This design comes from an exercise in tuning for small area on the open sky130 flow, not from production work.
Only simulation tests tie the RTL to the original design; equivalence was not proved.
In runs 1 and 3 to 6 the design's own scripts or RTL, not TritonCTS, make the clock network.
The clock port is modelled as an ideal driver, which makes a skipped or thinned clock tree look cheaper than it is; a real chip needs a root buffer or a tree.
Power figures rest on the tool's default switching activity, not on a simulated workload.

File: design.v
package calc_pkg;
    localparam int DATA_W = 8;   
    typedef logic [DATA_W-1:0] ascii_t;
    localparam logic [1:0] OP_ADD = 2'b00;   
    localparam logic [1:0] OP_MUL = 2'b01;   
    localparam logic [1:0] OP_DIV = 2'b10;   
    localparam logic [1:0] OP_SUB = 2'b11;   
endpackage
module uart_rx (
    input  logic             clk,
    input  logic             rstn,
    input  logic             rxd,
    output logic             rx_valid,
    output calc_pkg::ascii_t rx_data
);
    logic [1:0]       rxd_sync;
    logic             rxd_s;
    logic [7:0]       k;
    logic             idle;
    logic             bit_end;
    calc_pkg::ascii_t shift_q;
    assign rxd_s    = rxd_sync[1];
    assign idle     = (k[7:4] == 4'h1);
    assign bit_end  = (k[3:0] == 4'hf);
    assign rx_valid = idle & k[0];
    assign rx_data  = shift_q;
    always_ff @(posedge clk or negedge rstn) begin
        if (!rstn) begin
            rxd_sync <= 2'b11;   
            k        <= 8'h10;
        end else begin
            rxd_sync <= {rxd_sync[0], rxd};
            if (idle)
                k <= rxd_s ? 8'h10 : 8'h78;
            else if (k == 8'h7f && rxd_s)
                k <= 8'h10;                  
            else if (k == 8'h0f)
                k <= {7'h08, rxd_s};         
            else
                k <= k + 8'd1;
        end
    end
    always_ff @(posedge clk) begin
        if (k[7] && bit_end)
            shift_q <= {rxd_s, shift_q[7:1]};   
    end
endmodule
module uart_tx (
    input  logic       clk,
    input  logic       rstn,
    input  logic       press,
    input  logic [3:0] sh_t,
    input  logic [3:0] sh_u,
    input  logic       sh_nb,
    output logic       txd
);
    logic       sec;     
    logic [7:0] k;
    logic [3:0] cap_t;
    logic [3:0] cap_u;
    logic       cap_nb;
    logic       idle;
    logic [3:0] cur;
    logic       dbit;
    assign idle = sec && (k[7:4] == 4'h1) && k[1];
    always_ff @(posedge clk or negedge rstn) begin
        if (!rstn) begin
            sec <= 1'b1;
            k   <= 8'h12;
        end else begin
            if (idle) begin
                if (press) begin
                    sec <= 1'b0;
                    k   <= 8'h6e;
                end
            end else if (k == 8'h0f && !sec) begin
                sec <= 1'b1;
                k   <= 8'h6f;
            end else begin
                k <= k + 8'd1;
            end
        end
    end
    always_ff @(posedge clk) begin
        if (k == 8'h6e && !sec) begin
            cap_t  <= sh_t;
            cap_u  <= sh_u;
            cap_nb <= sh_nb;
        end
    end
    assign cur = sec ? cap_u : cap_t;
    always_comb begin
        case (k[6:4])
            3'd0, 3'd1, 3'd2, 3'd3: dbit = cur[k[5:4]];
            3'd4, 3'd5:             dbit = sec ? cap_nb : 1'b1;
            default:                dbit = 1'b0;
        endcase
    end
    assign txd = k[7] ? dbit : (k[6:4] != 3'd7);
endmodule
module ascii_alu (
    input  logic [3:0] r_t,
    input  logic [3:0] r_u,
    input  logic [3:0] y_t,
    input  logic [3:0] y_u,
    input  logic       sub,
    output logic [3:0] s_t,
    output logic [3:0] s_u,
    output logic       cout
);
    logic [3:0] c_t, c_u;    
    logic [4:0] b_u, b_t;    
    logic       c1;
    function automatic logic [3:0] nines(input logic [3:0] d);
        nines = {~(d[3] | d[2] | d[1]), d[2] ^ d[1], d[1], ~d[0]};
    endfunction
    always_comb begin
        c_u  = sub ? nines(y_u) : y_u;
        c_t  = sub ? nines(y_t) : y_t;
        b_u  = {1'b0, r_u} + {1'b0, c_u} + {4'b0, sub};
        c1   = (b_u > 5'd9);
        s_u  = c1 ? (b_u[3:0] + 4'd6) : b_u[3:0];
        b_t  = {1'b0, r_t} + {1'b0, c_t} + {4'b0, c1};
        cout = (b_t > 5'd9);
        s_t  = cout ? (b_t[3:0] + 4'd6) : b_t[3:0];
    end
endmodule
module calc_fsm (
    input  logic             clk,
    input  logic             rstn,
    input  logic             rx_valid,
    input  calc_pkg::ascii_t rx_data,
    output logic [3:0]       sh_t,
    output logic [3:0]       sh_u,
    output logic             sh_nb
);
    localparam logic [2:0] S_TENS  = 3'd0;
    localparam logic [2:0] S_BUF   = 3'd1;
    localparam logic [2:0] S_UNITS = 3'd2;
    localparam logic [2:0] S_OPER  = 3'd3;
    localparam logic [2:0] S_CALC  = 3'd4;
    localparam logic [2:0] S_CALC2 = 3'd5;
    logic [2:0] s;
    logic [3:0] d;        
    logic [1:0] op_q;
    logic [3:0] r_t, r_u;
    logic [3:0] q_t, q_u;
    logic       is_digit, is_op, is_space, is_equal, is_clear;
    logic [1:0] key_op;
    logic [3:0] key_val;
    logic [3:0] b_t, b_u;      
    logic [3:0] y_t, y_u;
    logic       sub;
    logic [3:0] s_t, s_u;
    logic       cout;
    logic       b_nz, q_nz;
    logic       is_div, is_sub, is_mul;
    logic       step;
    logic [3:0] qd_t, qd_u;    
    logic [3:0] res_t, res_u;
    always_comb begin
        is_digit = (rx_data[7:4] == 4'h3) && (rx_data[3:0] <= 4'h9);
        is_space = (rx_data == 8'h20);
        is_equal = (rx_data == 8'h3d);
        is_clear = (rx_data == 8'h63);
        is_op    = (rx_data == 8'h2a) || (rx_data == 8'h2b) ||
                   (rx_data == 8'h2d) || (rx_data == 8'h2f);
        key_op   = {rx_data[2], rx_data[1] ^ rx_data[0]};
        key_val  = rx_data[3:0];
    end
    assign is_div = (op_q == calc_pkg::OP_DIV);
    assign is_sub = (op_q == calc_pkg::OP_SUB);
    assign is_mul = (op_q == calc_pkg::OP_MUL);
    assign b_t  = (s == S_BUF || s == S_UNITS) ? 4'd0 : sh_t;
    assign b_u  = (s == S_BUF || s == S_UNITS) ? d    : sh_u;
    assign b_nz = (b_t != 4'd0) || (b_u != 4'd0);
    assign q_nz = (q_t != 4'd0) || (q_u != 4'd0);
    assign y_t = (is_sub && q_u == 4'd0) ? 4'd8 : b_t;
    assign y_u = (is_sub && q_u == 4'd0) ? 4'd4 : b_u;
    assign sub = is_div || (is_sub && q_u != 4'd0);
    ascii_alu i_alu (
        .r_t  (r_t),
        .r_u  (r_u),
        .y_t  (y_t),
        .y_u  (y_u),
        .sub  (sub),
        .s_t  (s_t),
        .s_u  (s_u),
        .cout (cout)
    );
    assign step = is_div ? (cout && b_nz) : q_nz;
    always_comb begin
        qd_u = q_u - 4'd1;
        qd_t = q_t;
        if (q_u == 4'd0) begin
            qd_u = 4'd9;
            qd_t = q_t - 4'd1;
        end
    end
    assign res_t = is_div ? {~(q_t[3] | q_t[2] | q_t[1]), q_t[2] ^ q_t[1], q_t[1], ~q_t[0]} : r_t;
    assign res_u = is_div ? {~(q_u[3] | q_u[2] | q_u[1]), q_u[2] ^ q_u[1], q_u[1], ~q_u[0]} : r_u;
    always_ff @(posedge clk or negedge rstn) begin
        if (!rstn) begin
            s     <= S_TENS;
            sh_nb <= 1'b0;
            sh_t  <= 4'd0;
            sh_u  <= 4'd0;
        end else if (rx_valid && is_clear) begin
            s     <= S_TENS;
            sh_nb <= 1'b0;
            sh_t  <= 4'd0;
            sh_u  <= 4'd0;
        end else if (s == S_CALC2) begin
            sh_t <= res_t;
            sh_u <= res_u;
            s    <= S_OPER;
        end else if (rx_valid) begin
            case (s)
                S_TENS: if (is_digit) s <= S_BUF;
                S_BUF:  if (is_space) s <= S_UNITS;
                S_UNITS: begin
                    if (is_digit) begin
                        sh_t  <= d;
                        sh_u  <= key_val;
                        s     <= sh_nb ? S_CALC : S_OPER;
                        sh_nb <= 1'b1;
                    end else if (sh_nb ? is_equal : is_op) begin
                        sh_t  <= 4'd0;
                        sh_u  <= d;
                        s     <= sh_nb ? S_CALC2 : S_TENS;
                        sh_nb <= 1'b1;
                    end
                end
                S_OPER: if (is_op) s <= S_TENS;
                S_CALC: if (is_equal) begin
                    sh_t <= res_t;
                    sh_u <= res_u;
                    s    <= S_OPER;
                end
                default: ;
            endcase
        end
    end
    always_ff @(posedge clk) begin
        if (rx_valid && is_digit && s == S_TENS)
            d <= key_val;
        if (rx_valid && is_op && (s == S_OPER || (s == S_UNITS && !sh_nb)))
            op_q <= key_op;
    end
    always_ff @(posedge clk) begin
        if (rx_valid && is_digit && !s[2]) begin
            r_t <= is_mul ? 4'd0 : sh_t;
            r_u <= is_mul ? 4'd0 : sh_u;
            q_t <= is_mul ? sh_t : (is_div ? 4'd9 : 4'd0);
            q_u <= is_mul ? sh_u : (is_div ? 4'd9 : 4'd1);
        end else if (step) begin
            r_t <= s_t;
            r_u <= s_u;
            if (is_sub) begin
                q_t <= {3'd0, ~cout & (q_u != 4'd0)};
                q_u <= 4'd0;
            end else begin
                q_t <= qd_t;
                q_u <= qd_u;
            end
        end
    end
endmodule
module key_debounce (
    input  logic clk,
    input  logic rstn,
    input  logic key,
    output logic press    
);
    logic [1:0] key_sync;
    logic       key_s;
    logic       level;
    logic [2:0] cnt;
    logic       diff;
    assign key_s = key_sync[1];
    assign diff  = key_s ^ level;
    assign press = diff & key_s & (&cnt);
    always_ff @(posedge clk or negedge rstn) begin
        if (!rstn) begin
            key_sync <= 2'b00;
            level    <= 1'b0;
        end else begin
            key_sync <= {key_sync[0], key};
            if (diff && (&cnt))
                level <= key_s;
        end
    end
    always_ff @(posedge clk) begin
        cnt <= diff ? cnt + 3'd1 : 3'd0;   
    end
endmodule
module calc_top #(
    parameter int CLKS_PER_BIT    = 16,
    parameter int DEBOUNCE_CYCLES = 8
) (
    input  logic             clk,
    input  logic             rstn,
    input  logic             rxd,
    input  logic             key,
    output logic             txd,
    output calc_pkg::ascii_t digit_tens,
    output calc_pkg::ascii_t digit_units
);
    logic             rx_valid;
    calc_pkg::ascii_t rx_data;
    logic [3:0]       sh_t;
    logic [3:0]       sh_u;
    logic             sh_nb;
    logic             press;
    uart_rx i_uart_rx (
        .clk      (clk),
        .rstn     (rstn),
        .rxd      (rxd),
        .rx_valid (rx_valid),
        .rx_data  (rx_data)
    );
    calc_fsm i_calc_fsm (
        .clk      (clk),
        .rstn     (rstn),
        .rx_valid (rx_valid),
        .rx_data  (rx_data),
        .sh_t     (sh_t),
        .sh_u     (sh_u),
        .sh_nb    (sh_nb)
    );
    key_debounce i_key_debounce (
        .clk   (clk),
        .rstn  (rstn),
        .key   (key),
        .press (press)
    );
    uart_tx i_uart_tx (
        .clk   (clk),
        .rstn  (rstn),
        .press (press),
        .sh_t  (sh_t),
        .sh_u  (sh_u),
        .sh_nb (sh_nb),
        .txd   (txd)
    );
    assign digit_tens  = {4'h3, sh_t};
    assign digit_units = {2'b00, sh_nb, sh_nb, sh_u};
endmodule
File: flow/run.sh
#!/bin/bash
# The standard flow's layout, with: synthesis logic mapped by an area-oriented abc script
# (area.abc) and no adder extraction (same flip-flops), unit-size port
# buffers, and a small clock tree built by cts_hook.tcl instead of an H-tree.
set -eo pipefail
F=$(pwd)/flow
bash standard.sh finish \
  "SYNTH_SCRIPT=$F/synth.tcl" \
  "ADDER_MAP_FILE=" \
  "BUFFER_PORTS_ARGS=-buffer_cell sky130_fd_sc_hd__buf_1" \
  "PRE_CTS_TCL=$F/cts_hook.tcl" \
  > standard_run.log 2>&1
File: flow/area.abc
strash
&get -n
&deepsyn -T 60
&put
dch -f
amap
topo
File: flow/cts_hook.tcl
# Sourced by ORFS's cts.tcl just before it builds the clock tree.  The design
# is small, so instead of an H-tree the clock sinks are split into a few
# clusters by location (k-means), each driven by one clock buffer at its
# centre, and a root buffer drives those; cts.tcl then legalizes the buffers
# and repairs timing as usual.
set ::cts_clusters 7
set ::cts_leaf_buf sky130_fd_sc_hd__clkbuf_8
set ::cts_root_buf sky130_fd_sc_hd__clkbuf_4

proc clock_tree_synthesis { args } {
  set block [ord::get_db_block]
  set dbu [$block getDbUnitsPerMicron]
  set pins [get_pins -of_objects [get_nets clk]]
  set xs {}
  set ys {}
  foreach p $pins {
    set bbox [[[sta::sta_to_db_pin $p] getInst] getBBox]
    lappend xs [expr {([$bbox xMin] + [$bbox xMax]) / 2.0 / $dbu}]
    lappend ys [expr {([$bbox yMin] + [$bbox yMax]) / 2.0 / $dbu}]
  }
  set n [llength $pins]
  set k $::cts_clusters
  # k-means, seeded with sinks spread along the list sorted by x + y
  set order [lsort -real -indices [lmap x $xs y $ys {expr {$x + $y}}]]
  set cx {}
  set cy {}
  for {set c 0} {$c < $k} {incr c} {
    set i [lindex $order [expr {int(($c + 0.5) * $n / $k)}]]
    lappend cx [lindex $xs $i]
    lappend cy [lindex $ys $i]
  }
  for {set iter 0} {$iter < 50} {incr iter} {
    set assign {}
    for {set i 0} {$i < $n} {incr i} {
      set best 0
      set bd 1e30
      for {set c 0} {$c < $k} {incr c} {
        set d [expr {abs([lindex $xs $i] - [lindex $cx $c]) + abs([lindex $ys $i] - [lindex $cy $c])}]
        if {$d < $bd} { set bd $d; set best $c }
      }
      lappend assign $best
    }
    set ncx {}
    set ncy {}
    for {set c 0} {$c < $k} {incr c} {
      set sx 0.0; set sy 0.0; set m 0
      for {set i 0} {$i < $n} {incr i} {
        if {[lindex $assign $i] == $c} {
          set sx [expr {$sx + [lindex $xs $i]}]
          set sy [expr {$sy + [lindex $ys $i]}]
          incr m
        }
      }
      if {$m > 0} {
        lappend ncx [expr {$sx / $m}]
        lappend ncy [expr {$sy / $m}]
      } else {
        lappend ncx [lindex $cx $c]
        lappend ncy [lindex $cy $c]
      }
    }
    set cx $ncx
    set cy $ncy
  }
  # one buffer per cluster on the clock net, then a root buffer between the
  # clock port and those buffers, at the centre of the cluster centres
  for {set c 0} {$c < $k} {incr c} {
    set load {}
    for {set i 0} {$i < $n} {incr i} {
      if {[lindex $assign $i] == $c} { lappend load [lindex $pins $i] }
    }
    if {[llength $load] == 0} { continue }
    puts "clock cluster $c: [llength $load] sinks at [lindex $cx $c] [lindex $cy $c]"
    insert_buffer -buffer_cell $::cts_leaf_buf -net clk -load_pins $load \
      -location [list [lindex $cx $c] [lindex $cy $c]] \
      -buffer_name clkbuf_leaf_$c -net_name clk_leaf_$c
  }
  set rx [expr {([tcl::mathop::+ {*}$cx]) / $k}]
  set ry [expr {([tcl::mathop::+ {*}$cy]) / $k}]
  insert_buffer -buffer_cell $::cts_root_buf -net clk -location [list $rx $ry] \
    -buffer_name clkbuf_root -net_name clk_root
}
File: flow/synth.tcl
# The standard flow's synthesis script, with an area-only abc script for the logic
# (flip-flop mapping and everything else unchanged)
proc synth {args} { yosys synth -nofsm -noshare {*}$args }
set ::area_abc_script [file join [file dirname [file normalize [info script]]] area.abc]
proc abc {args} {
  set i [lsearch -exact $args -script]
  if { $i >= 0 } {
    set args [lreplace $args [expr {$i + 1}] [expr {$i + 1}] $::area_abc_script]
  }
  yosys abc {*}$args
}
source $::env(SCRIPTS_DIR)/synth.tcl
# left out here: clear keep_hierarchy, flatten, clean up, hide names made inside functions, write 1_2_yosys.v
File: standard.sh
#!/bin/bash
# synth_recipe.tcl (not shown) runs the flow's synth.tcl, then flattens the netlist and writes it again
# the make line also repeats each setting of config.mk as NAME=value (left out here)
make -C /OpenROAD-flow-scripts/flow DESIGN_CONFIG=/design/flow/config.mk WORK_HOME=/design/flow/orfs CLKGATE_MAP_FILE= SYNTH_SCRIPT=/design/flow/synth_recipe.tcl "${@:-finish}"
File: config.mk
export PLATFORM = sky130hd
export DESIGN_NAME = calc_top
export DESIGN_NICKNAME = calc_top
export VERILOG_FILES = /design/flow/design.v
export SDC_FILE = /design/flow/constraint.sdc
export NUM_CORES = 4
export LEC_CHECK = 0
export ABC_AREA = 1
export CAP_MARGIN = 20
export CORE_MARGIN = 2
export CORE_UTILIZATION = 70
export SLEW_MARGIN = 20
File: constraint.sdc
create_clock -name core_clock -period 40.0 [get_ports {clk}]
set_input_delay 8.0000 -clock core_clock [delete_from_list [all_inputs] [get_ports {clk}]]
set_output_delay 8.0000 -clock core_clock [all_outputs]
set_load 0.01 [all_outputs]
==> metrics.md, run 1 <==
| Metric | Value |
|---|---|
| Outcome | no timing/DRC/antenna violations |
| Synth Area in Compound Gates | between 20% and 30% |
| Critical path class | flip-flop to output pin |
| Chip height | between 70 and 80 um |
| Routed WL | 8.67 mm |
| Synthesized-area fraction occupied by adder cells | 0% |
| Synth Area in Simple Gates | 18.5% |
| Fin crit period | about 10 ns |
| Sequential-to-total area share from yosys stat | 53.0% |
| Top routing layer used | met4 |
| Ant. Diodes | 0 |
| Worst-path maximum fanout | 7 |
| Final HPWL DP | 6.52 mm |
| Overall Global Routing Usage | 28.8% |
| Floorplan core area | 0.00547 mm2 |
| Setup violators final | 0 |
| Crit-path slowest cell | dfstp_2 |
| Max incr delay on CP | between 0.6 and 0.7 ns |
| Cell family contributing the most delay on the critical path | flip-flops |
| Post-DR vias/cell | about 6.3 |
| Number of port buffers | 14 |
| DP Cell Count | 522 |
| Post-Route Utilization | 76.2% |
| Crit-path cells | clkinv_1 > nand3_1 > nor2_1 > nor4_1 > o32a_1 > buf_1 |
| Leak | 1.50 nW |
| Met2 WL | 3.84 mm |
| Hold_buf cts | 0 |
| CP Data Required Time | about 32 ns |
| Fmax | approximately 99 MHz |
| Startpoint types | flip-flop |
| Multi-input gate area | 0.00157 mm2 |
| Buffer and inverter count on the worst path | 2 |
| Setup TNS | 0 ns |
| Met3 WL | 832 um |
| Area share of the largest cell type after synthesis | 29.7% |
| Resize count post-CTS | 0 |
| FP Rows | 27 |
| VDD IR max | 0.0387 mV |
| Pre-antenna DRT Iters | 5 |
| Yosys warnings | 5 |
| Fin. max-slew vios | 0 |
| Cell Area, Placed | 0.00406 mm2 |
| Max cap viols | 0 |
| Reg2reg setup slack | 34.47 ns |
| Clock skew | 0.0652 ns |
| Die footprint | 0.00624 mm2 |
| Final instance count without filler cells | 530 |
| GR Overflow Total | 0 |
| Internal power | roughly 0.13 mW |
| Drt wl/cell | approximately 16 um |
| Via total after detailed routing | 3352 |
| I/O Pins | 21 |
| Clock transition at path regs | 0.12 ns |
| Initial DRC count | between 400 and 500 |
| ANT nets after route | 0 |
| Synth top area cells | edfxtp_1 (30%), dfrtp_1 (18%), nor2_1 (7.9%), clkinv_1 (6.2%), dfstp_2 (4.0%) |
| Fillers | 404 |
| Post-synthesis register bit count | 76 |
| Largest net degree at the start of global routing | 35 |
| Sw Ratio | 30.8% |
| Number of global-route vias before repair | just over 3000 |
| First-pass GRT wire length | 14.4 mm |
| Clock power frac | 21.1% |
| Post-synth cell types | 39 |
| Mux cell area share after synthesis | 0% |
| M1 WL | 3.83 mm |
| DRC Markers | 0 |
| Syn Area/Cell | 8.99 um2 |
| Area leader, netlist | edfxtp_1 |
| Starting Density | 72.0% |
| Final nets | roughly 460 |
| Worst-skew pair later-pin latency | 0.46 ns |
| Cells after Synth | between 400 and 500 |
| Storage cell area | between 0.002 and 0.0025 mm2 |
| Worst slew pin tran | 0.817 ns |
| Area share of xor/xnor cells in the synthesized design | 0% |
| RSZ-0062 raised after global routing | false |
| Net Sw Power | 0.0580 mW |
| Tcrit/Tclk final | 25.2% |
| Power density over the cells | 45.2 mW/mm2 |
| Crit path DAT | 2.09 ns |
| Initial antenna violation count | 0 |
| Design area | 0.00417 mm2 |
| Die width | 79.0 um |
| Layout area overhead | 5.85% |
| Max-slew headroom | between 40% and 50% |
| Element type at the critical path end | output pin |
| Combinational family with the most area after synthesis | compound AO/OA/AOI/OAI gates |
| Min-delay worst type | flip-flop to flip-flop |
| Reg power frac | 55.5% |
| Mapped Area | 0.00394 mm2 |
| Gp weighted congestion | about 0.95 |
| Comb pwr share | 23.4% |
| Post-CTS Setup Bufs | 0 |
| Share of layout cells above drive strength 1 | under 10% |
| Final Hold Fails | 0 |
flip-flops by register name, indices dropped and copies added, names as in the netlist, 3 cells and up:
signal / count
i_calc_fsm.r_u: 4
i_uart_rx.shift_q: 8
i_calc_fsm.d: 4
i_calc_fsm.sh_u: 4
i_calc_fsm.sh_t: 4
i_key_debounce.cnt: 3
i_uart_tx.cap_u: 4
i_calc_fsm.s: 3
i_calc_fsm.r_t: 4
i_uart_tx.k: 8
i_uart_tx.cap_t: 4
i_uart_rx.k: 8
i_calc_fsm.q_t: 4
i_calc_fsm.q_u: 4
cells in the final DEF, fill, tap and decap left out, types with 2 or more instances in the layout:
cell type and instances:
o211ai_1 2, dfrtp_1 28, o32ai_1 13, dfxtp_1 3, a211oi_1 6, edfxtp_1 39, or2_0 9, o22ai_1 12
a221oi_1 2, buf_1 13, nand4_1 3, a22oi_1 3, nand2_1 29, o21ai_0 24, conb_1 6, nor2_1 83
o22a_1 2, o21a_1 8, clkinv_1 65, nor3_1 15, and2_0 3, nor2b_1 6, a31oi_1 4, a21oi_1 28
clkbuf_8 7, dfstp_2 6, o221ai_1 8, and3_1 5, nor4_1 7, buf_4 2, nand3_1 3
worst register-to-register path: stages (launching register included):
cell      delay [ns]
dfrtp_1         0.39
clkinv_1        0.20
o211ai_1        0.51
clkinv_1        0.27
o22ai_1         0.25
o21ai_0         0.17
o21a_1          0.21
nand2_1         0.07
nand2_1         0.08
o21ai_0         0.22
nor2_1          0.09
a21oi_1         0.18
clkinv_1        0.12
a21oi_1         0.22
nor2_1          0.09
o21ai_0         0.28
clkinv_1        0.18
nor2b_1         0.29
nor4_1          0.14
nand2_1         0.11
o221ai_1        0.16
o22ai_1         0.37
clkinv_1        0.19
a21oi_1         0.23
nor2b_1         0.07
o32ai_1         0.27
path summary, 6_finish.rpt:
path | startpoint | end | cells after the start
hold / removal | i_uart_rx.rxd_sync[0]$_DFF_PN1_ | i_uart_rx.rxd_sync[1]$_DFF_PN1_ | 0
max in group asynchronous | rstn | i_uart_rx.k[7]$_DFF_PN0_ | 1
hold reg to reg | i_uart_rx.rxd_sync[0]$_DFF_PN1_ | i_uart_rx.rxd_sync[1]$_DFF_PN1_ | 0
setup reg to reg | i_calc_fsm.s[1]$_DFFE_PN0P_ | i_calc_fsm.r_t[2]$_DFFE_PP_ | 25
setup / recovery | i_uart_tx.k[4]$_DFFE_PN1P_ | txd | 6
min in group asynchronous | rstn | i_uart_tx.k[7]$_DFFE_PN0P_ | 1
per-stage QoR:
step	power, mW	setup WS, ns	hold WS (ns)
after detailed placement	0.150	30.46	0.339
final	0.189	29.91	0.342
after CTS	0.181	30.45	0.339
after global placement	0.147	30.55	0.335
after global routing	0.200	29.80	0.346
after floorplan	0.140	30.67	0.331
cell type report, without the clock buffers:
type                            count  share of cell area (%)
Tap cell                           72                    2.16
Multi-Input combinational cell    293                    37.7
Inverter                           65                    5.85
Sequential cell                    76                    50.1
Timing Repair Buffer               16                    1.65
logic make-up after synthesis:
logic type             after synthesis
and+or+nand+nor                    165
AOI/OAI and AO/OA                  122
DFF                                 76
buffers and inverters               73
other                                2
power groups by stage:
stage	clock (mW)	combinational [mW]	sequential, mW
after floorplan	0	0.0364	0.103
after global placement	0	0.0419	0.106
after detailed placement	0	0.0440	0.106
after CTS	0.0306	0.0440	0.106
after global routing	0.0430	0.0513	0.106
final	0.0398	0.0442	0.105
synthesized netlist by cell type, drive strengths merged:
master / instances
o311ai: 1
a22oi: 3
nand2: 29
buf: 8
a221oi: 2
a32oi: 1
a222oi: 1
nand2b: 1
or2: 9
dfstp: 6
o32ai: 13
and2: 3
dfrtp: 28
o32a: 1
o21ai: 25
o211ai: 2
o22ai: 12
nor2: 83
dfxtp: 3
edfxtp: 39
clkinv: 65
a21oi: 28
a31o: 1
nand4: 3
a211oi: 6
nor4: 7
conb: 2
a311o: 1
o221ai: 8
nand3: 3
nor2b: 6
nor3: 16
a31oi: 4
o2111ai: 1
o21a: 8
and3: 5
o311a: 1
o22a: 2
o21bai: 1
per-layer routing:
layer	GRT usage, %	up-vias
met5	0	-
li1	-	1608
met1	42.7	1549
met2	46.0	172
met4	5.86	0
met3	4.09	23
==> run 2: changes to the inputs <==
--- a/config.mk
+++ b/config.mk
@@ -9,4 +9,5 @@
 export CAP_MARGIN = 20
 export CORE_MARGIN = 2
-export CORE_UTILIZATION = 70
+export CORE_UTILIZATION = 85
+export PLACE_DENSITY = 0.9
 export SLEW_MARGIN = 20
==> run 2 against run 1 <==
Effect of this change:
- the flow now stops in global placement without I/O (3_1_place_gp_skip_io)
- area after synthesis unchanged
- synthesized cell count unchanged
==> metrics.md, run 2 <==
| Metric | Value |
|---|---|
| Post-synth top flop | edfxtp_1 |
| Most common cell in the netlist | nor2_1 |
| Area leader, netlist | edfxtp_1 |
| FP Rows | 24 (-11%) |
| Post-synth EDFFs | 39 (unchanged) |
| Mapped Area | 0.00394 mm2 (unchanged) |
| Post-synth cell types | 39 (unchanged) |
| Sequential-to-total area share from yosys stat | 53.0% (unchanged) |
| Synth cell count leaders | nor2_1 (83), clkinv_1 (65), edfxtp_1 (39) |
| Area share of the largest cell type after synthesis | 29.7% (unchanged) |
| Outcome | stopped before the end |
| Cells after Synth | 438 (unchanged) |
| Syn Area/Cell | 8.99 um2 (unchanged) |
| Chip height | 72.1 um (-8.8%) |
| Failing step | global placement without I/O (3_1_place_gp_skip_io) |
| Post-synthesis register bit count | 76 (unchanged) |
| Starting Density | 89.2% (+17 points) |
| Async S/R FF share, synth | 44.7% (unchanged) |
| Error msg | [ERROR GPL-0301] Utilization 100.960 % exceeds 100%. |
| Die width | 72.1 um (-8.8%) |
| Yosys warnings | 5 (unchanged) |
| Synth top area cells | edfxtp_1 (30%), dfrtp_1 (18%), nor2_1 (7.9%), clkinv_1 (6.2%), dfstp_2 (4.0%) |
run 2: cell counts after synthesis:
No cell type changed its count.
run 2: kinds of logic after synthesis:
family / Yosys count / synth area share, %
simple gates: 165 / 18.5
compound gates: 122 / 20.6
flops: 76 / 53.0
buf+inv: 73 / 7.72
other cells: 2 / 0.191
==> run 3: changes to the inputs <==
--- a/design.v
+++ b/design.v
@@ -60,28 +60,23 @@
     logic [3:0] cap_u;
     logic       cap_nb;
-    logic       idle;
+    logic       wait_q;   
+    logic       jump;
     logic [3:0] cur;
     logic       dbit;
-    assign idle = sec && (k[7:4] == 4'h1) && k[1];
+    assign wait_q = sec && (k[7:4] == 4'h1) && k[1];
+    assign jump   = (wait_q && k[0]) || (!sec && k == 8'h0f);
     always_ff @(posedge clk or negedge rstn) begin
         if (!rstn) begin
             sec <= 1'b1;
             k   <= 8'h12;
-        end else begin
-            if (idle) begin
-                if (press) begin
-                    sec <= 1'b0;
-                    k   <= 8'h6e;
-                end
-            end else if (k == 8'h0f && !sec) begin
-                sec <= 1'b1;
-                k   <= 8'h6f;
-            end else begin
-                k <= k + 8'd1;
-            end
+        end else if (jump) begin
+            sec <= ~sec;
+            k   <= 8'h6f;
+        end else if (!(wait_q && !press)) begin
+            k <= k + 8'd1;
         end
     end
     always_ff @(posedge clk) begin
-        if (k == 8'h6e && !sec) begin
+        if (wait_q) begin
             cap_t  <= sh_t;
             cap_u  <= sh_u;
@@ -243,7 +238,7 @@
     end
     always_ff @(posedge clk) begin
-        if (rx_valid && is_digit && s == S_TENS)
+        if (rx_valid && s == S_TENS)
             d <= key_val;
-        if (rx_valid && is_op && (s == S_OPER || (s == S_UNITS && !sh_nb)))
+        if (rx_valid && (s == S_OPER || (s == S_UNITS && !sh_nb)))
             op_q <= key_op;
     end
--- a/config.mk
+++ b/config.mk
@@ -9,5 +9,4 @@
 export CAP_MARGIN = 20
 export CORE_MARGIN = 2
-export CORE_UTILIZATION = 85
-export PLACE_DENSITY = 0.9
+export CORE_UTILIZATION = 70
 export SLEW_MARGIN = 20
==> run 3 against run 2 <==
Effect of this change:
- now clean on timing, DRC and antenna
- area after synthesis up 0.67%
- synthesized cell count unchanged
==> metrics.md, run 3 <==
| Metric | Value |
|---|---|
| Final WS setup | approximately 30 ns |
| Layout area overhead | 5.68% |
| Reg power frac | roughly 50% |
| Area leader, netlist | edfxtp_1 |
| Starting Density | 72.5% (-17 points) |
| Worst Hold Depth | 0 |
| Fmax | 99.3 MHz |
| Combinational family with the most area after synthesis | compound AO/OA/AOI/OAI gates |
| Design area | 0.00419 mm2 |
| Cells after Synth | 438 (unchanged) |
| Area share of the largest cell type after synthesis | 29.5% (-0.20 points) |
| Worst-skew pair later-pin latency | 0.42 ns |
| Clock skew | about 0.023 ns |
| Post-synth EDFFs | 39 (unchanged) |
| Leak | ~1.5 nW |
| Ant. Diodes | 0 |
| Mux cell area share after synthesis | 0% (unchanged) |
| Crit path DAT | 2.07 ns |
| Pre-antenna DRT Iters | 6 |
| Routed WL | ~8.9 mm |
| Critical path class | flip-flop to output pin |
| VDD IR max | 0.0541 mV |
| First-pass GRT wire length | 14.4 mm |
| Synth top area cells | edfxtp_1 (30%), dfrtp_1 (18%), nor2_1 (6.3%), clkinv_1 (5.9%), dfstp_2 (4.0%) |
| Crit-path slowest cell | dfstp_2 |
| Outcome | no timing/DRC/antenna violations |
| Buffer and inverter count on the worst path | 2 |
| Pre-CTS WS | between 30 and 40 ns |
| Element type at the critical path end | output pin |
| Setup violators final | 0 |
| Async S/R FF share, synth | 44.7% (unchanged) |
| Yosys warnings | 5 (unchanged) |
| Gp weighted congestion | around 1 |
| Net Sw Power | between 0.07 and 0.08 mW |
| Synthesized-area fraction occupied by adder cells | 0% (unchanged) |
| I/O Pins | 21 |
| Drt wl/cell | 16.7 um |
| FP Rows | 27 (+13%) |
| Number of port buffers | 14 |
| ANT nets after route | 0 |
| Power density over the cells | 52.7 mW/mm2 |
| Post-synth cell types | 47 (+21%) |
| Clock power frac | 18.0% |
| Commonest non-fill, non-tap cell in the layout | nor2_1 |
| Synth Area in Compound Gates | 21.4% (+0.81 points) |
| Biggest regs | i_uart_rx.k: 8 flops, i_uart_rx.shift_q: 8 flops, i_uart_tx.k: 8 flops |
| GR Overflow Total | 0 |
| Overall Global Routing Usage | 28.9% |
| Die footprint | 0.00628 mm2 |
| Final nets | 464 |
| Tcrit/Tclk final | around 25% |
| Synth Area in Simple Gates | 18.4% (-0.12 points) |
| Internal power | 0.143 mW |
| Fin. max-slew vios | 0 |
| Cell family contributing the most delay on the critical path | compound AO/OA/AOI/OAI gates |
| Number of global-route vias before repair | 3097 |
| Post-DR vias/cell | 6.35 |
| Setup TNS | 0 ns |
| Synth cell count leaders | nor2_1 (67), clkinv_1 (62), nand2_1 (40) |
| Worst-path maximum fanout | 8 |
| Comb pwr share | 32.5% |
| Startpoint types | flip-flop |
| Final Hold Fails | 0 |
| Floorplan core area | 0.00547 mm2 |
| Area share of xor/xnor cells in the synthesized design | 0% (unchanged) |
| Most frequent cells in the layout | nor2_1 (67), clkinv_1 (62), nand2_1 (40) |
| Worst slew pin tran | between 1 and 1.5 ns |
| Share of layout cells above drive strength 1 | 3.93% |
| Final HPWL DP | just under 7 mm |
| RSZ-0062 raised after global routing | false |
| Hold_buf cts | 0 |
| Initial DRC count | 377 |
| Syn Area/Cell | 9.05 um2 (+0.67%) |
| Sequential-to-total area share from yosys stat | 52.7% (-0.35 points) |
| Chip height | 79.3 um (+10%) |
| Mapped Area | 0.00397 mm2 (+0.67%) |
| Sw Ratio | between 30% and 40% |
| Post-synth top flop | edfxtp_1 |
| Post-CTS Setup Bufs | 0 |
| Resize count post-CTS | 0 |
| Max-slew headroom | 28.6% |
| Clock transition at path regs | about 0.090 ns |
| Most common cell in the netlist | nor2_1 |
| Min-delay worst type | flip-flop to flip-flop |
| Largest net degree at the start of global routing | 35 |
| Cell Area, Placed | 0.00409 mm2 |
| Max incr delay on CP | ~0.57 ns |
| Initial antenna violation count | 0 |
| Fillers | roughly 400 |
| Crit-path cells | clkinv_1 > a221o_1 > a311oi_1 > a31oi_1 > buf_1 |
| CP Data Required Time | 32.00 ns |
| Critical path depth in cells | 5 |
| Die width | 79.3 um (+10%) |
| DRC Markers | 0 |
| Via total after detailed routing | between 3000 and 4000 |
| Post-synthesis register bit count | 76 (unchanged) |
| Worst Reg-to-Reg Cells | 26 |
| Max cap viols | 0 |
| Fin crit period | 10.07 ns |
[run 3: cell types whose count changed after synthesis, moves of 5 or more]
| cell | delta |
|---|---|
| nand3_1 | +9 |
| nor2_1 | -16 |
| a21oi_1 | -7 |
| a31o_1 | +7 |
| o221ai_1 | -5 |
| nand2_1 | +11 |
| o21ai_0 | +6 |
[run 3: routing by layer]
metal	track usage (%)	wire, um	vias up
met5	0	0	-
li1	-	-	1620
met2	46.9	4130	169
met1	42.2	3780	1557
met4	5.34	146	0
met3	4.32	816	20
[run 3: kinds of logic after synthesis]
logic type | Yosys count
other | 2
and+or+nand+nor | 165
buffers and inverters | 70
AOI/OAI and AO/OA | 125
DFF | 76
[run 3: final cells by class, without the clock buffers]
| cell class | instances | area, um2 | share of cell area, % |
|---|---|---|---|
| inverters | 62 | 233 | 5.55 |
| multi-input cells | 296 | 1610 | 38.3 |
| flip-flops and latches | 76 | 2090 | 49.9 |
| well taps | 72 | 90.1 | 2.15 |
| repair buffers | 16 | 68.8 | 1.64 |
[run 3: power groups by stage]
stage	clock, mW	combinational, mW	sequential [mW]
2_1_floorplan	0	0.0581	0.108
3_3_place_gp	0	0.0674	0.110
3_5_place_dp	0	0.0708	0.111
4_1_cts	0.0306	0.0711	0.111
5_1_grt	0.0426	0.0820	0.111
6_report	0.0399	0.0718	0.109
[run 3: metrics by stage]
stage / total power, mW / std cells / hold WS (ns) / util [%]
after global placement: 0.177 / 522 / 0.333 / 74.7
after global routing: 0.235 / 530 / 0.364 / 76.6
after CTS: 0.213 / 530 / 0.349 / 76.6
final: 0.221 / 530 / 0.358 / 76.6
after floorplan: 0.166 / 442 / 0.331 / -
after detailed placement: 0.181 / 522 / 0.349 / 74.7
[run 3: path summary, 6_finish.rpt]
kind                                                 startpoint                              end  slack [ns]
max in group asynchronous                                  rstn     i_calc_fsm.sh_nb$_DFFE_PN0P_       31.79
worst max register to register      i_calc_fsm.s[2]$_DFFE_PN0P_      i_calc_fsm.r_t[3]$_DFFE_PP_       33.31
worst min register to register  i_uart_rx.rxd_sync[0]$_DFF_PN1_  i_uart_rx.rxd_sync[1]$_DFF_PN1_        0.36
worst max-delay path                 i_uart_tx.k[4]$_DFFE_PN1P_                              txd       29.93
min in group asynchronous                                  rstn      i_calc_fsm.s[2]$_DFFE_PN0P_        7.67
worst min-delay path            i_uart_rx.rxd_sync[0]$_DFF_PN1_  i_uart_rx.rxd_sync[1]$_DFF_PN1_        0.36
==> run 4: changes to the inputs <==
--- a/config.mk
+++ b/config.mk
@@ -9,4 +9,5 @@
 export CAP_MARGIN = 20
 export CORE_MARGIN = 2
-export CORE_UTILIZATION = 70
+export CORE_UTILIZATION = 76
+export PLACE_DENSITY = 0.85
 export SLEW_MARGIN = 20
==> run 4 against run 3 <==
Effect of this change:
- still clean on timing, DRC and antenna
- worst setup slack got worse by 0.056 ns
- via count increased by 3.4%
- hold slack improved by 0.0014 ns
- register-to-register slack worse by 0.09 ns
- maximum frequency shrank 0.55%
- final area barely moved
- routed wire length up 2.4%
- core utilization grew 6.1 points
- first-iteration DRC count rose by 15%
- power is 0.45% higher
- critical endpoint unchanged
- largest cell class unchanged
- highest routed layer unchanged
==> metrics.md, run 4 <==
| Metric | Value |
|---|---|
| Reg-to-reg endpoint | i_calc_fsm.r_t[3]$_DFFE_PP_ |
| Worst Reg-to-Reg Cells | 26 (unchanged) |
| Cell family contributing the most delay on the critical path | compound AO/OA/AOI/OAI gates |
| Tcrit/Tclk final | 25.3% (+0.14 points) |
| Largest net degree at the start of global routing | 35 (unchanged) |
| Via total after detailed routing | 3481 (+3.4%) |
| Synth top area cells | edfxtp_1 (30%), dfrtp_1 (18%), nor2_1 (6.3%), clkinv_1 (5.9%), dfstp_2 (4.0%) |
| RSZ-0062 raised after global routing | false |
| Gp weighted congestion | 0.989 (+1.5%) |
| Post-synthesis register bit count | 76 (unchanged) |
| Fin crit period | 10.13 ns (+0.0562 ns) |
| Fillers | 315 (-20%) |
| Pre-CTS WS | 30.34 ns (-0.0485 ns) |
| Final Hold Fails | 0 (unchanged) |
| HP Start | i_uart_rx.rxd_sync[0]$_DFF_PN1_ |
| Final WS setup | 29.87 ns (-0.0562 ns) |
| Worst-path maximum fanout | 6 (-2) |
| Syn Area/Cell | 9.05 um2 (unchanged) |
| ANT nets after route | 0 (unchanged) |
| Min-delay worst type | flip-flop to flip-flop |
| Post-synth cell types | 47 (unchanged) |
| Clock transition at path regs | 0.09 ns (about the same) |
| Synth Area in Compound Gates | 21.4% (unchanged) |
| Worst slew pin tran | 1.00 ns (-0.0567 ns) |
| VDD IR max | 0.0600 mV (+11%) |
| Yosys warnings | 5 (unchanged) |
| Async S/R FF share, synth | 44.7% (unchanged) |
| CP Data Required Time | 32.00 ns (about the same) |
| Chip height | 76.2 um (-3.8%) |
| Max-slew headroom | 32.5% (+3.9 points) |
| Layout area overhead | 5.77% (about the same) |
| Drt wl/cell | 17.2 um (+2.8%) |
| Starting Density | 78.1% (+5.7 points) |
| Synth Area in Simple Gates | 18.4% (unchanged) |
| Post-Route Utilization | 82.6% (+6.1 points) |
| Sequential-to-total area share from yosys stat | 52.7% (unchanged) |
| Mapped Area | 0.00397 mm2 (unchanged) |
| Critical path class | flip-flop to output pin |
| Mux cell area share after synthesis | 0% (unchanged) |
| Initial antenna violation count | 0 (unchanged) |
| Synthesized-area fraction occupied by adder cells | 0% (unchanged) |
| Fmax | 98.7 MHz (-0.55%) |
| Number of port buffers | 14 (unchanged) |
| Crit path DAT | 2.13 ns (+0.06 ns) |
| Cells after Synth | 438 (unchanged) |
| Routed WL | 9.09 mm (+2.4%) |
| I/O Pins | 21 (unchanged) |
| Biggest regs | i_uart_rx.k: 8 flops, i_uart_rx.shift_q: 8 flops, i_uart_tx.k: 8 flops |
| Final HPWL DP | 6.72 mm (-0.31%) |
| Area share of xor/xnor cells in the synthesized design | 0% (unchanged) |
| Crit-path slowest cell | dfrtp_1 |
| DRC Markers | 0 (unchanged) |
| Power density over the cells | 52.9 mW/mm2 (+0.36%) |
| Overall power | 0.222 mW (+0.45%) |
| First-pass GRT wire length | 15.0 mm (+3.7%) |
| Post-synth top flop | edfxtp_1 |
| Commonest non-fill, non-tap cell in the layout | nor2_1 |
| Element type at the critical path end | output pin |
| Die width | 76.2 um (-3.8%) |
| Most common cell in the netlist | nor2_1 |
| FP Rows | 26 (-3.7%) |
| Combinational family with the most area after synthesis | compound AO/OA/AOI/OAI gates |
| Die footprint | 0.00581 mm2 (-7.5%) |
| Overall Global Routing Usage | 31.5% (+2.6 points) |
| Area share of the largest cell type after synthesis | 29.5% (unchanged) |
| Ant. Diodes | 0 (unchanged) |
| GR Overflow Total | 0 (unchanged) |
| Startpoint types | flip-flop |
| Number of global-route vias before repair | 3187 (+2.9%) |
| Worst Hold Depth | 0 (unchanged) |
| Buffer and inverter count on the worst path | 1 (-1) |
| Floorplan core area | 0.00507 mm2 (-7.3%) |
| Post-CTS Setup Bufs | 0 (unchanged) |
| Leak | 1.50 nW (about the same) |
| Fin. max-slew vios | 0 (unchanged) |
| Clock skew | 0.0303 ns (+0.00770 ns) |
| Share of layout cells above drive strength 1 | 4.15% (+0.22 points) |
| Max cap viols | 0 (unchanged) |
| Crit-path cells | or2_0 > o22a_1 > o221a_1 > a311oi_1 > a31oi_1 > buf_1 |
| Max incr delay on CP | 0.46 ns (-0.11 ns) |
| Final nets | 464 (unchanged) |
| Worst-skew pair later-pin latency | 0.43 ns (about the same) |
| Reg2reg setup slack | 33.22 ns (-0.09 ns) |
| Setup violators final | 0 (unchanged) |
| Resize count post-CTS | 0 (unchanged) |
| Area leader, netlist | edfxtp_1 |
| Initial DRC count | 433 (+15%) |
| Post-synth EDFFs | 39 (unchanged) |
| Setup TNS | 0 ns (unchanged) |
| Min-Delay Endpoint | i_uart_rx.rxd_sync[1]$_DFF_PN1_ |
| Post-DR vias/cell | 6.59 (+3.8%) |
| Outcome | no timing/DRC/antenna violations |
| Most frequent cells in the layout | nor2_1 (67), clkinv_1 (62), nand2_1 (40) |
| Pre-antenna DRT Iters | 7 (+1) |
| Hold_buf cts | 0 (unchanged) |
| Synth cell count leaders | nor2_1 (67), clkinv_1 (62), nand2_1 (40) |
| Reg2Reg Launch Point | i_calc_fsm.s[2]$_DFFE_PN0P_ |
[run 4: kinds of logic (layout without fill, tap and decap cells)]
logic type             Yosys count  count (layout)
and+or+nand+nor                165             165
other                            2               6
buffers and inverters           70              86
DFF                             76              76
AOI/OAI and AO/OA              125             125
[run 4: cell type report, without the clock buffers]
type | instances | area, um2 | area share (%)
Inverter | 62 | 233 | 5.55
Multi-Input combinational cell | 296 | 1610 | 38.4
Sequential cell | 76 | 2090 | 49.8
Tap cell | 70 | 87.6 | 2.09
Timing Repair Buffer | 16 | 68.8 | 1.64
[run 4: worst max path at each step]
stage | end | cells after the start | startpoint | slack (ns)
detailed placement | txd | 6 | i_uart_tx.k[6]$_DFFE_PN0P_ | 30.34
global route | txd | 5 | i_uart_tx.k[4]$_DFFE_PN1P_ | 29.80
global placement | txd | 6 | i_uart_tx.k[6]$_DFFE_PN0P_ | 30.47
CTS | txd | 6 | i_uart_tx.k[6]$_DFFE_PN0P_ | 30.35
floorplan | txd | 5 | i_uart_tx.k[6]$_DFFE_PN0P_ | 30.64
finish | txd | 6 | i_uart_tx.k[6]$_DFFE_PN0P_ | 29.87
[run 4: power by group]
group	switching [mW]	internal, mW
combinational	0.0448	0.0274
clock	0.0231	0.0166
sequential	0.0106	0.0994
[run 4: per-stage QoR]
stage          hold slack (ns)  cells  cell area, um2
2_1_floorplan            0.331    442            3980
3_3_place_gp             0.332    520            4080
3_5_place_dp             0.351    520            4080
4_1_cts                  0.351    528            4190
5_1_grt                  0.363    528            4190
6_report                 0.360    528            4190
[run 4: routing by layer]
metal / track usage, % / routed length [um]
met3: 6.28 / 1020
met2: 52.0 / 4220
met5: 0 / 0
met4: 8.18 / 245
met1: 43.2 / 3600
==> run 5: changes to the inputs <==
==> flow/abc_0.script (new file) <==
strash
dch -f
amap
strash
dch -f
amap
topo
==> flow/abc_1.script (new file) <==
strash
&get -n
&deepsyn -T 30 -S 1
&put
dch -f
amap
topo
==> flow/abc_2.script (new file) <==
strash
&get -n
&deepsyn -T 30 -S 2
&put
dch -f
amap
topo
==> flow/abc_3.script (new file) <==
strash
&get -n
&deepsyn -T 30 -S 3
&put
dch -f
amap
topo
==> flow/abc_4.script (new file) <==
strash
&get -n
&deepsyn -T 30 -S 4
&put
dch -f
amap
topo
==> flow/synth.tcl (replaced) <==
# The standard flow's synthesis script, except that the logic is mapped for area: abc is
# run with several area-oriented scripts (abc_*.script here) and the
# smallest result is kept.  Flip-flop mapping and all other steps are
# unchanged.
proc synth {args} { yosys synth -nofsm -noshare {*}$args }
set ::area_abc_dir [file dirname [file normalize [info script]]]
proc abc {args} {
  set i [lsearch -exact $args -script]
  set stat_args {}
  foreach lib $::env(LIB_FILES) { lappend stat_args -liberty $lib }
  set tmp $::env(OBJECTS_DIR)/abc_area_stat.txt
  set best ""
  set best_area 1e30
  yosys design -save abc_pre
  foreach script [lsort [glob $::area_abc_dir/abc_*.script]] {
    yosys design -load abc_pre
    yosys abc {*}[lreplace $args [expr {$i + 1}] [expr {$i + 1}] $script]
    yosys tee -q -o $tmp stat {*}$stat_args
    set f [open $tmp r]
    set txt [read $f]
    close $f
    if { [regexp {Chip area for module '[^']*': ([0-9.]+)} $txt -> area] } {
      puts "abc script [file tail $script]: area $area"
      if { $area < $best_area } {
        set best_area $area
        set best $script
        yosys design -save abc_best
      }
    }
  }
  puts "abc: kept [file tail $best], area $best_area"
  yosys design -load abc_best
}
source $::env(SCRIPTS_DIR)/synth.tcl
# left out here: clear keep_hierarchy, flatten, clean up, hide names made inside functions, write 1_2_yosys.v
--- a/config.mk
+++ b/config.mk
@@ -9,5 +9,4 @@
 export CAP_MARGIN = 20
 export CORE_MARGIN = 2
-export CORE_UTILIZATION = 76
-export PLACE_DENSITY = 0.85
+export CORE_UTILIZATION = 70
 export SLEW_MARGIN = 20
removed: flow/area.abc
==> run 5 against run 4 <==
Effect of this change:
- still clean on timing, DRC and antenna
- routed wire length shrank 1.9%
- synthesized cell count up 1.1%
- register-to-register slack improved by 0.82 ns
- final area decreased by 0.81%
- clock power is essentially flat
- critical path type unchanged
==> metrics.md, run 5 <==
| Metric | Value |
|---|---|
| Setup TNS | 0 ns (unchanged) |
| Chip height | 79.0 um (+3.6%) |
| Post-synthesis register bit count | 76 (unchanged) |
| Largest net degree at the start of global routing | 35 (unchanged) |
| Cell Area, Placed | 0.00406 mm2 (-0.67%) |
| Worst Reg-to-Reg Cells | 23 (-12%) |
| Gp weighted congestion | 0.930 (-6.0%) |
| Fin crit period | 10.02 ns (-0.110 ns) |
| Area leader, netlist | edfxtp_1 |
| Drt wl/cell | 16.7 um (-3.2%) |
| Element type at the critical path end | output pin |
| Yosys warnings | 5 (unchanged) |
| Floorplan core area | 0.00547 mm2 (+7.8%) |
| Ant. Diodes | 0 (unchanged) |
| Number of global-route vias before repair | 3136 (-1.6%) |
| Worst slew pin tran | 0.876 ns (-0.127 ns) |
| Overall power | 0.274 mW (+24%) |
| Mapped Area | 0.00394 mm2 (-0.76%) |
| Post-DR vias/cell | 6.32 (-4.1%) |
| Design area | 0.00416 mm2 (-0.81%) |
| Starting Density | 71.9% (-6.2 points) |
| Syn Area/Cell | 8.88 um2 (-1.9%) |
| Cells after Synth | 443 (+1.1%) |
| Hold_buf cts | 0 (unchanged) |
| Final Hold Fails | 0 (unchanged) |
| Clock skew | 0.0182 ns (-0.0121 ns) |
| Post-synth cell types | 47 (unchanged) |
| Layout area overhead | 5.72% (about the same) |
| Power density over the cells | 65.9 mW/mm2 (+25%) |
| First-pass GRT wire length | 14.5 mm (-3.0%) |
| Biggest regs | i_uart_rx.k: 8 flops, i_uart_rx.shift_q: 8 flops, i_uart_tx.k: 8 flops |
| VDD IR max | 0.0743 mV (+24%) |
| Die width | 79.0 um (+3.6%) |
| Post-Route Utilization | 76.0% (-6.6 points) |
| Tcrit/Tclk final | 25.0% (-0.27 points) |
| Reg2Reg Launch Point | i_calc_fsm.s[2]$_DFFE_PN0P_ |
| Reg-to-reg endpoint | i_calc_fsm.q_t[3]$_DFFE_PP_ |
| Final WS setup | 29.98 ns (+0.110 ns) |
| Max-slew headroom | 41.1% (+8.6 points) |
| Routed WL | 8.92 mm (-1.9%) |
| Synth cell count leaders | nor2_1 (85), clkinv_1 (61), nand2_1 (46) |
| Post-synth top flop | edfxtp_1 |
| GR Overflow Total | 0 (unchanged) |
| FP Rows | 27 (+3.8%) |
| Async S/R FF share, synth | 44.7% (unchanged) |
| Fin. max-slew vios | 0 (unchanged) |
| Commonest non-fill, non-tap cell in the layout | nor2_1 |
| ANT nets after route | 0 (unchanged) |
| RSZ-0062 raised after global routing | false |
| Most common cell in the netlist | nor2_1 |
| Pre-CTS WS | 30.46 ns (+0.123 ns) |
| Worst-path maximum fanout | 5 (-1) |
| Sequential-to-total area share from yosys stat | 53.1% (+0.40 points) |
| Worst-skew pair later-pin latency | 0.43 ns (about the same) |
| Post-synth EDFFs | 39 (unchanged) |
| Outcome | no timing/DRC/antenna violations |
| Leak | 1.53 nW (+2.0%) |
| Reg2reg setup slack | 34.04 ns (+0.82 ns) |
| Overall Global Routing Usage | 29.2% (-2.3 points) |
| Critical path class | flip-flop to output pin |
| Pre-antenna DRT Iters | 5 (-2) |
| Setup violators final | 0 (unchanged) |
| Clock transition at path regs | 0.07 ns (-0.02 ns) |
| Max cap viols | 0 (unchanged) |
| DRC Markers | 0 (unchanged) |
| Min-delay worst type | flip-flop to flip-flop |
| Synth top area cells | edfxtp_1 (30%), dfrtp_1 (18%), nor2_1 (8.1%), clkinv_1 (5.8%), nand2_1 (4.4%) |
| Crit path DAT | 2.02 ns (-0.11 ns) |
| Startpoint types | flip-flop |
| Share of layout cells above drive strength 1 | 3.89% (-0.26 points) |
| Resize count post-CTS | 0 (unchanged) |
| Final nets | 469 (+1.1%) |
| Initial antenna violation count | 0 (unchanged) |
| Final HPWL DP | 6.59 mm (-1.9%) |
| Post-CTS Setup Bufs | 0 (unchanged) |
| Via total after detailed routing | 3382 (-2.8%) |
| Critical Path End | txd |
| I/O Pins | 21 (unchanged) |
| Area share of the largest cell type after synthesis | 29.8% (+0.23 points) |
| Most frequent cells in the layout | nor2_1 (85), clkinv_1 (61), nand2_1 (46) |
| Fmax | 99.8 MHz (+1.1%) |
| Initial DRC count | 327 (-24%) |
| CP Launch Point | i_uart_tx.k[4]$_DFFE_PN1P_ |
| Number of port buffers | 14 (unchanged) |
| Die footprint | 0.00624 mm2 (+7.3%) |
| CP Data Required Time | 32.00 ns (about the same) |
## run 5: power by group
part	switching [mW]	internal, mW	leakage, nW
clock network	0.0231	0.0166	0.0549
registers	0.0149	0.106	0.829
logic	0.0726	0.0411	0.649
## run 5: metal layers
metal | global-route usage [%] | share of wire, %
met5 | 0 | 0
met4 | 7.59 | 1.5
met3 | 3.86 | 9.6
met2 | 47.4 | 46
met1 | 42.2 | 43
## run 5: how the worst min path moves through the flow
| stage | startpoint | to | slack [ns] | depth (start not counted) |
|---|---|---|---|---|
| floorplan | i_key_debounce.key_sync[0]$_DFF_PN0_ | i_key_debounce.key_sync[1]$_DFF_PN0_ | 0.33 | 0 |
| global placement | i_key_debounce.key_sync[0]$_DFF_PN0_ | i_key_debounce.key_sync[1]$_DFF_PN0_ | 0.33 | 0 |
| detailed placement | i_uart_rx.rxd_sync[0]$_DFF_PN1_ | i_uart_rx.rxd_sync[1]$_DFF_PN1_ | 0.35 | 0 |
| CTS | i_key_debounce.key_sync[0]$_DFF_PN0_ | i_key_debounce.key_sync[1]$_DFF_PN0_ | 0.35 | 0 |
| global route | i_uart_rx.rxd_sync[0]$_DFF_PN1_ | i_uart_rx.rxd_sync[1]$_DFF_PN1_ | 0.37 | 0 |
| finish | i_key_debounce.key_sync[0]$_DFF_PN0_ | i_key_debounce.key_sync[1]$_DFF_PN0_ | 0.36 | 0 |
## run 5: logic make-up after synthesis
kind of cell | Yosys count | synth area share [%]
AND/OR/NAND/NOR | 177 | 19.1
buffers and inverters | 69 | 7.35
flip-flops | 76 | 53.1
other | 2 | 0.191
AO/OA/AOI/OAI | 119 | 20.3
## run 5: final cells by class, without the clock buffers
cell class | count | area [um2]
timing repair buffer | 16 | 68.8
inverter | 61 | 229
multi-input combinational | 302 | 1580
sequential | 76 | 2090
tap | 72 | 90.1
fill | 403 | 1310
## run 5: critical path, cell delays in order (launching register included)
cell and delay, ns:
dfstp_2 0.57, clkinv_1 0.14, nor2_1 0.17, a222oi_1 0.10
o2111ai_1 0.09, o21ai_0 0.12, o21a_1 0.12, a31oi_1 0.14
buf_1 0.16
## run 5: metrics by stage
step                hold WS (ns)  std cells
floorplan                  0.331        447
global placement           0.334        527
detailed placement         0.348        527
CTS                        0.348        535
global route               0.371        535
finish                     0.360        535
==> run 6: changes to the inputs <==
==> flow/abc_5.script (new file) <==
strash
&get -n
&deepsyn -T 30 -S 5
&put
dch -f
amap
topo
==> flow/abc_6.script (new file) <==
strash
&get -n
&deepsyn -T 30 -S 6
&put
dch -f
amap
topo
==> flow/abc_7.script (new file) <==
strash
&get -n
&deepsyn -T 30 -S 7
&put
dch -f
amap
topo
==> flow/abc_8.script (new file) <==
strash
&get -n
&deepsyn -T 30 -S 8
&put
dch -f
amap
topo
==> run 6 against run 5 <==
Effect of this change:
- critical path type unchanged
- core utilization about the same
- first-iteration DRC count up 0.92%
- worst setup slack worse by 0.0075 ns
- synthesized cell count down 3.6%
- sequential share of layout area up 0.29 points
- final area down 0.57%
- power down 26%
- hold slack worse by 0.012 ns
- routed wire length down 5.4%
==> metrics.md, run 6 <==
| Metric | Value |
|---|---|
| Most common cell in the netlist | nor2_1 |
| Cells after Synth | 427 (-3.6%) |
| Post-CTS Setup Bufs | 0 (unchanged) |
| Reg2Reg Launch Point | i_calc_fsm.s[1]$_DFFE_PN0P_ |
| Final nets | 453 (-3.4%) |
| Outcome | no timing/DRC/antenna violations |
| Tcrit/Tclk final | 25.1% (about the same) |
| Fin crit period | 10.03 ns (+0.00750 ns) |
| Min-delay worst type | flip-flop to flip-flop |
| Die footprint | 0.00619 mm2 (-0.78%) |
| Chip height | 78.7 um (-0.39%) |
| Floorplan core area | 0.00544 mm2 (-0.62%) |
| Drt wl/cell | 16.3 um (-2.5%) |
| Element type at the critical path end | output pin |
| RSZ-0062 raised after global routing | false |
| Max cap viols | 0 (unchanged) |
| Async S/R FF share, synth | 44.7% (unchanged) |
| Starting Density | 71.8% (-0.15 points) |
| Overall Global Routing Usage | 28.2% (-0.95 points) |
| Worst slew pin tran | 0.851 ns (-0.0250 ns) |
| Mapped Area | 0.00390 mm2 (-0.83%) |
| Worst Hold Depth | 0 (unchanged) |
| Worst-skew pair later-pin latency | 0.42 ns (about the same) |
| Min-Delay Endpoint | i_key_debounce.key_sync[1]$_DFF_PN0_ |
| Initial DRC count | 330 (+0.92%) |
| Overall power | 0.202 mW (-26%) |
| Yosys warnings | 5 (unchanged) |
| Critical path class | flip-flop to output pin |
| Startpoint types | flip-flop |
| Area leader, netlist | edfxtp_1 |
| Biggest regs | i_uart_rx.k: 8 flops, i_uart_rx.shift_q: 8 flops, i_uart_tx.k: 8 flops |
| Pre-antenna DRT Iters | 5 (unchanged) |
| CP Launch Point | i_uart_tx.k[4]$_DFFE_PN1P_ |
| Number of global-route vias before repair | 2982 (-4.9%) |
| Most frequent cells in the layout | nor2_1 (75), clkinv_1 (62), edfxtp_1 (39) |
| Max-slew headroom | 43.1% (+2.0 points) |
| Power density over the cells | 48.9 mW/mm2 (-26%) |
| Initial antenna violation count | 0 (unchanged) |
| Synth Area in Compound Gates | 21.8% (+1.5 points) |
| Post-synthesis register bit count | 76 (unchanged) |
| Leak | 1.45 nW (-5.4%) |
| Post-synth top flop | edfxtp_1 |
| VDD IR max | 0.0523 mV (-30%) |
| HP Start | i_key_debounce.key_sync[0]$_DFF_PN0_ |
| Final hold slack | 0.349 ns (-0.0118 ns) |
| Design area | 0.00414 mm2 (-0.57%) |
| Fillers | 382 (-5.2%) |
| Setup violators final | 0 (unchanged) |
| Synth Area in Simple Gates | 17.0% (-2.1 points) |
| Post-synth cell types | 44 (-6.4%) |
| Fmax | 99.7 MHz (about the same) |
| Synth cell count leaders | nor2_1 (75), clkinv_1 (62), edfxtp_1 (39) |
| Mux cell area share after synthesis | 0% (unchanged) |
| Cell Area, Placed | 0.00402 mm2 (-0.99%) |
| Layout area overhead | 6.00% |
| Post-DR vias/cell | 6.29 (-0.45%) |
| Routed WL | 8.44 mm (-5.4%) |
| GR Overflow Total | 0 (unchanged) |
| Gp weighted congestion | 0.916 (-1.5%) |
| Final HPWL DP | 6.37 mm (-3.4%) |
| I/O Pins | 21 (unchanged) |
| Share of layout cells above drive strength 1 | 4.03% (+0.14 points) |
| Crit path DAT | 2.03 ns (about the same) |
| Clock skew | 0.0206 ns (+0.00233 ns) |
| Syn Area/Cell | 9.14 um2 (+2.9%) |
| Ant. Diodes | 0 (unchanged) |
| Sequential-to-total area share from yosys stat | 53.5% (+0.44 points) |
| Commonest non-fill, non-tap cell in the layout | nor2_1 |
| Number of port buffers | 14 (unchanged) |
| Reg-to-reg endpoint | i_calc_fsm.q_t[2]$_DFFE_PP_ |
| Area share of xor/xnor cells in the synthesized design | 0% (unchanged) |
| Area share of the largest cell type after synthesis | 30.0% (+0.25 points) |
| Synth top area cells | edfxtp_1 (30%), dfrtp_1 (18%), nor2_1 (7.2%), clkinv_1 (6.0%), dfstp_2 (4.0%) |
| Post-synth EDFFs | 39 (unchanged) |
| Worst Reg-to-Reg Cells | 26 (+13%) |
| Worst-path maximum fanout | 7 (+2) |
| Via total after detailed routing | 3266 (-3.4%) |
| Hold_buf cts | 0 (unchanged) |
| Reg2reg setup slack | 33.67 ns (-0.37 ns) |
| Combinational family with the most area after synthesis | compound AO/OA/AOI/OAI gates |
| Fin. max-slew vios | 0 (unchanged) |
| DRC Markers | 0 (unchanged) |
| Largest net degree at the start of global routing | 35 (unchanged) |
| CP Data Required Time | 32.00 ns (about the same) |
| Synthesized-area fraction occupied by adder cells | 0% (unchanged) |
| ANT nets after route | 0 (unchanged) |
| First-pass GRT wire length | 14.0 mm (-3.5%) |
| Die width | 78.7 um (-0.39%) |
| Clock transition at path regs | 0.08 ns (about the same) |
| Final Hold Fails | 0 (unchanged) |
| Resize count post-CTS | 0 (unchanged) |
| Setup TNS | 0 ns (unchanged) |
| FP Rows | 27 (unchanged) |
==> run 6: cell types whose count changed after synthesis, moves of 4 or more <==
cell,change
o32ai_1,+4
a31oi_1,+4
nand2_1,-14
nor2_1,-10
nand3_1,-5
o21ai_0,-4
or2_0,+4
==> run 6: worst max-delay path: stages, from the launching register on <==
cell,delay [ns]
dfstp_2,0.57
clkinv_1,0.17
a221o_1,0.36
a31oi_1,0.16
a311o_1,0.14
a21oi_1,0.07
buf_1,0.13
==> run 6: logic make-up after synthesis <==
family                 count (synthesis)
other                                  2
AOI/OAI and AO/OA                    127
buffers and inverters                 70
and+or+nand+nor                      152
DFF                                   76
==> run 6: worst max path at each step <==
stage	to	slack, ns	depth (start not counted)
floorplan	txd	30.63	5
global placement	txd	30.46	6
detailed placement	txd	30.44	6
CTS	txd	30.44	6
global route	txd	29.80	6
finish	txd	29.97	6
==> run 6: final cells by class, without the clock buffers <==
cell class                 instances  area (um2)  share of cell area [%]
multi-input combinational        285        1550                    37.6
sequential                        76        2090                    50.5
tap                               72        90.1                    2.18
inverter                          62         233                    5.63
timing repair buffer              16        66.3                    1.60
==> run 6: power breakdown <==
| part | internal (mW) | leakage, nW | switching, mW | total (mW) |
|---|---|---|---|---|
| registers | 0.0978 | 0.804 | 0.00987 | 0.108 |
| logic | 0.0218 | 0.592 | 0.0333 | 0.0552 |
| clock network | 0.0166 | 0.0549 | 0.0228 | 0.0394 |
| total | 0.136 | 1.45 | 0.0660 | 0.202 |
==> run 6: through the flow <==
step           utilization (%)  cells  setup WS [ns]
2_1_floorplan                -    431          30.63
3_3_place_gp              73.8    510          30.46
3_5_place_dp              73.8    510          30.44
4_1_cts                   75.8    518          30.44
5_1_grt                   76.1    519          29.80
6_report                  76.1    519          29.97
==> run 6: metal layers <==
layer / up-vias / track usage, % / part of all wire (%)
li1: 1580 / - / -
met1: 1518 / 44.4 / 45
met2: 151 / 43.6 / 45
met3: 17 / 2.87 / 8.4
met4: 0 / 4.74 / 1.5
met5: - / 0 / 0

re-timing with driven ports:
No port has a modelled driver above. Below, the same layouts with a new extraction and two added sets of constraints. Step 1 sets driving cells, clkbuf_16 on the clock port and buf_2 on the other inputs (assumed; they add their load-dependent delay and slew). Step 2 also shifts input and output timing later by t, the mid clock arrival at the registers, as if the neighbouring blocks saw the same clock. Slacks: ideal / step 1 / step 2; pairs: ideal / step 1.
run | t, ns | setup WS [ns] | hold WS [ns] | worst setup path after step 2
run 1 | 0.453 | 29.907 / 29.882 / 30.334 | 0.342 / 0.342 / 0.342 | register to output
run 3 | 0.435 | 29.928 / 29.902 / 30.337 | 0.358 / 0.358 / 0.358 | register to output
run 4 | 0.438 | 29.872 / 29.844 / 30.282 | 0.360 / 0.360 / 0.360 | register to output
run 5 | 0.450 | 29.981 / 29.953 / 30.403 | 0.360 / 0.360 / 0.360 | register to output
run 6 | 0.446 | 29.974 / 29.942 / 30.388 | 0.349 / 0.349 / 0.349 | register to output
After both steps setup and hold are still met in every run listed.
